What follows belongs to an exercise in optimizing a design on an open flow for small area; a production flow would make more cautious choices.
The RTL was checked by simulation tests, not by an equivalence proof against the original design.
No activity file was given, so power comes from the tool's default toggle rates.

==> flow/design.v <==
module color_mapper_top (
	input  logic        pixel_clk,
	input  logic        arst_n,
	input  logic        blank,
	input  logic        start,
	input  logic        over,
	input  logic        play,
	input  logic [9:0]  draw_x,
	input  logic [9:0]  draw_y,
	input  logic [2:0]  tile,
	input  logic [99:0] bullets,
	input  logic [19:0] enemy_bullet,
	input  logic [39:0] enemy,
	input  logic        enemy_alive,
	input  logic [39:0] player,
	input  logic [1:0]  lives,
	output logic [7:0]  red,
	output logic [7:0]  green,
	output logic [7:0]  blue
);
	localparam logic [3:0] C_BLACK  = 4'd0;
	localparam logic [3:0] C_RED    = 4'd1;
	localparam logic [3:0] C_BANNER = 4'd2;
	localparam logic [3:0] C_ENEMY  = 4'd3;
	localparam logic [3:0] C_START  = 4'd4;
	localparam logic [3:0] C_LIFE   = 4'd5;
	localparam logic [3:0] C_WHITE  = 4'd6;
	localparam logic [3:0] C_PLAYER = 4'd7;
	function automatic logic [10:0] nsum(input logic [9:0] a, input logic [9:0] b);
		logic w;
		w = 1'b0;
		for (int i = 0; i < 10; i++) begin
			nsum[i] = ~(a[i] ^ b[i] ^ w);
			w = (~a[i] & b[i]) | (w & ~(a[i] ^ b[i]));
		end
		nsum[10] = w;
	endfunction
	function automatic logic [2:0] near2(input logic [10:0] s);
		logic hi1, hi0;
		hi1 = ~s[10] & (&s[9:2]);    
		hi0 = s[10] & ~(|s[9:2]);    
		near2[2] = hi1 & (s[1:0] == 2'b11);
		near2[1] = (hi1 & (s[1:0] == 2'b10)) | (hi0 & (s[1:0] == 2'b00));
		near2[0] = (hi1 & (s[1:0] == 2'b01)) | (hi0 & (s[1:0] == 2'b01));
	endfunction
	function automatic logic in_circle(input logic [9:0] nx, input logic [9:0] ny, input logic [19:0] p);
		logic [2:0] ax, ay;
		ax = near2(nsum(nx, p[19:10]));
		ay = near2(nsum(ny, p[9:0]));
		in_circle = (ax[2] & (|ay)) | (ax[1] & (ay[2] | ay[1])) | (ax[0] & ay[2]);
	endfunction
	function automatic logic absle(input logic [9:0] na, input logic [9:0] b, input logic [9:0] h);
		logic [10:0] s;
		logic r;
		s = nsum(na, b);
		r = ~s[10];
		for (int i = 0; i < 10; i++) begin
			logic v;
			v = s[i] ^ ~s[10];
			r = (~v & h[i]) | (~v & r) | (h[i] & r);
		end
		absle = r;
	endfunction
	function automatic logic in_box(input logic [9:0] nx, input logic [9:0] ny, input logic [39:0] b);
		in_box = absle(nx, b[39:30], b[19:10]) & absle(ny, b[29:20], b[9:0]);
	endfunction
	logic [9:0] nx, ny;
	logic       hit_pb, hit_eb, hit_en, hit_pl, hit_life, border, banner;
	logic       ly, l1, l2, l3;
	logic [3:0] code_d, code_q1, code_q2, code_q3;
	assign nx = draw_x;
	assign ny = draw_y;
	always_comb begin
		hit_pb = 1'b0;
		for (int i = 0; i < 5; i++) hit_pb = hit_pb | in_circle(nx, ny, bullets[20*i +: 20]);
	end
	assign hit_eb = in_circle(nx, ny, enemy_bullet);
	assign hit_en = enemy_alive & in_box(nx, ny, enemy);
	assign hit_pl = in_box(nx, ny, player);
	assign ly = (draw_y >= 10'd15) && (draw_y <= 10'd25);
	assign l1 = (draw_x >= 10'd15) && (draw_x <= 10'd25) && (lives != 2'd3);
	assign l2 = (draw_x >= 10'd35) && (draw_x <= 10'd45) && !lives[1];
	assign l3 = (draw_x >= 10'd55) && (draw_x <= 10'd65) && (lives == 2'd0);
	assign hit_life = ly & (l1 | l2 | l3);
	assign border = (draw_x <= 10'd10);
	assign banner = (draw_x >= 10'd270) && (draw_x <= 10'd370) && (draw_y >= 10'd150) && (draw_y <= 10'd225);
	always_comb begin
		if (!blank)         code_d = C_BLACK;
		else if (start)     code_d = border ? C_BLACK : C_START;
		else if (over)      code_d = banner ? C_BANNER : C_BLACK;
		else if (play) begin
			if (hit_life)      code_d = C_LIFE;
			else if (hit_pl)   code_d = C_PLAYER;
			else if (hit_en)   code_d = C_ENEMY;
			else if (hit_eb)   code_d = C_RED;
			else if (hit_pb)   code_d = C_WHITE;
			else               code_d = {1'b1, ~tile};
		end else            code_d = C_BLACK;
	end
	always_ff @(posedge pixel_clk or negedge arst_n) begin
		if (!arst_n) begin
			code_q1 <= C_BLACK;
			code_q2 <= C_BLACK;
			code_q3 <= C_BLACK;
		end else begin
			code_q1 <= code_d;
			code_q2 <= code_q1;
			code_q3 <= code_q2;
		end
	end
	logic [23:0] rgb;
	always_comb begin
		case (code_q3)
			C_WHITE:  rgb = 24'hffffff;
			C_RED:    rgb = 24'hff0000;
			C_ENEMY:  rgb = 24'hd08020;
			C_PLAYER: rgb = 24'h2060ff;
			C_LIFE:   rgb = 24'hffc040;
			C_START:  rgb = 24'h181860;
			C_BANNER: rgb = 24'hc02020;
			4'b1111:  rgb = 24'h4090f0;
			4'b1110:  rgb = 24'h1040c0;
			4'b1101:  rgb = 24'h30a030;
			4'b1100:  rgb = 24'h807060;
			4'b1011:  rgb = 24'h704018;
			4'b1010:  rgb = 24'h207020;
			default:  rgb = 24'h000000;
		endcase
	end
	assign red   = rgb[23:16];
	assign green = rgb[15:8];
	assign blue  = rgb[7:0];
endmodule
Settings: LEC_CHECK=0, ABC_AREA=1, CAP_MARGIN=20, CORE_MARGIN=2, CORE_UTILIZATION=40, CTS_BUF_LIST=sky130_fd_sc_hd__clkbuf_4, PLACE_DENSITY=0.6, SLEW_MARGIN=20; clock period 15.0 ns.
standard.sh (not shown) runs the stock make flow with config.mk's settings and CLKGATE_MAP_FILE= SYNTH_SCRIPT=/design/flow/synth_recipe.tcl, a recipe that flattens the netlist after the stock synthesis.
==> flow/flow/run.sh <==
#!/bin/bash
# Layout flow: the standard ORFS flow (standard.sh) with three changes.
#  1. Yosys 'synth' runs with -noabc, so the RTL's gate-level ripple adders reach extract_fa
#     as written (no pre-mapping by 'abc -fast' that scrambles their polarity).
#  2. The final ABC technology mapping uses abc_map.script (area-oriented &nf mapping)
#     instead of ORFS's abc_area.script. Everything else in synthesis (no fsm/share passes,
#     flatten, renaming of function nets, register mapping) is the standard flow's synthesis unchanged.
#  3. Port buffers use sky130_fd_sc_hd__buf_1.
#  4. Clock tree synthesis without sink clustering or dummy loads (the design has 12 registers).
# Tool output: standard.log here, and ORFS's own logs under orfs/logs.
set -euo pipefail
HERE=$PWD
python3 - "$FLOW_HOME/scripts/synth.tcl" "$HERE/my_synth_core.tcl" "$HERE/flow/abc_map.script" <<'PY'
import sys
src, dst, script = sys.argv[1:4]
s = open(src).read()
old = "  log_cmd abc {*}$abc_args\n"
assert s.count(old) == 1
s = s.replace(old, "  set abc_args [lreplace $abc_args 1 1 %s]\n" % script + old)
open(dst, "w").write(s)
PY
sed -e 's/yosys synth -nofsm -noshare {\*}\$args/yosys synth -nofsm -noshare -noabc {*}$args/' \
    -e "s#source \$::env(SCRIPTS_DIR)/synth.tcl#source $HERE/my_synth_core.tcl#" synth_recipe.tcl > my_synth.tcl
grep -q -- '-noabc' my_synth.tcl
grep -q 'my_synth_core.tcl' my_synth.tcl
sed "s#SYNTH_SCRIPT=[^ ]*#SYNTH_SCRIPT=$HERE/my_synth.tcl#" standard.sh > my_standard.sh
grep -q 'my_synth.tcl' my_standard.sh
export BUFFER_PORTS_ARGS="-buffer_cell sky130_fd_sc_hd__buf_1"
export CTS_ARGS="-buf_list sky130_fd_sc_hd__clkbuf_4 -root_buf sky130_fd_sc_hd__clkbuf_4 -dont_use_dummy_load -repair_clock_nets"
bash my_standard.sh > standard.log 2>&1
==> flow/flow/abc_map.script <==
strash
&get -n
&deepsyn -T 60
&dch -f
&nf -R 1000
&put
strash
&get -n
&dch -f
&nf -R 1000
&put
topo
Edit:
--- a/flow/design.v
+++ b/flow/design.v
@@ -19,13 +19,13 @@
 	output logic [7:0]  blue
 );
 	localparam logic [3:0] C_BLACK  = 4'd0;
-	localparam logic [3:0] C_RED    = 4'd1;
-	localparam logic [3:0] C_BANNER = 4'd2;
+	localparam logic [3:0] C_WHITE  = 4'd1;
+	localparam logic [3:0] C_RED    = 4'd2;
 	localparam logic [3:0] C_ENEMY  = 4'd3;
-	localparam logic [3:0] C_START  = 4'd4;
+	localparam logic [3:0] C_PLAYER = 4'd4;
 	localparam logic [3:0] C_LIFE   = 4'd5;
-	localparam logic [3:0] C_WHITE  = 4'd6;
-	localparam logic [3:0] C_PLAYER = 4'd7;
+	localparam logic [3:0] C_START  = 4'd6;
+	localparam logic [3:0] C_BANNER = 4'd7;
 	function automatic logic [10:0] nsum(input logic [9:0] a, input logic [9:0] b);
 		logic w;
 		w = 1'b0;
@@ -94,7 +94,7 @@
 			else if (hit_en)   code_d = C_ENEMY;
 			else if (hit_eb)   code_d = C_RED;
 			else if (hit_pb)   code_d = C_WHITE;
-			else               code_d = {1'b1, ~tile};
+			else               code_d = {1'b1, tile};
 		end else            code_d = C_BLACK;
 	end
 	always_ff @(posedge pixel_clk or negedge arst_n) begin
@@ -118,12 +118,12 @@
 			C_LIFE:   rgb = 24'hffc040;
 			C_START:  rgb = 24'h181860;
 			C_BANNER: rgb = 24'hc02020;
-			4'b1111:  rgb = 24'h4090f0;
-			4'b1110:  rgb = 24'h1040c0;
-			4'b1101:  rgb = 24'h30a030;
-			4'b1100:  rgb = 24'h807060;
-			4'b1011:  rgb = 24'h704018;
-			4'b1010:  rgb = 24'h207020;
+			4'b1000:  rgb = 24'h4090f0;
+			4'b1001:  rgb = 24'h1040c0;
+			4'b1010:  rgb = 24'h30a030;
+			4'b1011:  rgb = 24'h807060;
+			4'b1100:  rgb = 24'h704018;
+			4'b1101:  rgb = 24'h207020;
 			default:  rgb = 24'h000000;
 		endcase
 	end
Via count fell slightly; worst setup slack is better by 0.29 ns; cell area rises slightly; total power grows slightly; wire length falls slightly.

==> what the ideal ports hide <==
How much do the figures lean on ideal ports? The routed layouts below were timed once more, with nothing changed but the port constraints. Step 1 sets driving cells, clkbuf_16 on the clock port and buf_2 on the other inputs (assumed; they add their load-dependent delay and slew). Step 2 also shifts input and output timing later by t, the mid clock arrival at the registers, as if the neighbouring blocks saw the same clock. Three values: no drivers, after step 1, after step 2; two values: the first two.
run | shift t [ns] | slack for setup (ns) | hold WS [ns] | slew at the worst register clock pin (ns)
the first run | 0.279 | 5.103 / 5.100 / 4.821 | 0.345 / 0.345 / 0.345 | 0.07 / 0.07
the second run | 0.284 | 5.389 / 5.389 / 5.105 | 0.352 / 0.352 / 0.352 | 0.08 / 0.08
After both steps every run listed still meets setup and hold. The setup slack of the second run, which loses most, moves by 0.000 ns with the drivers and by -0.284 ns with both steps.
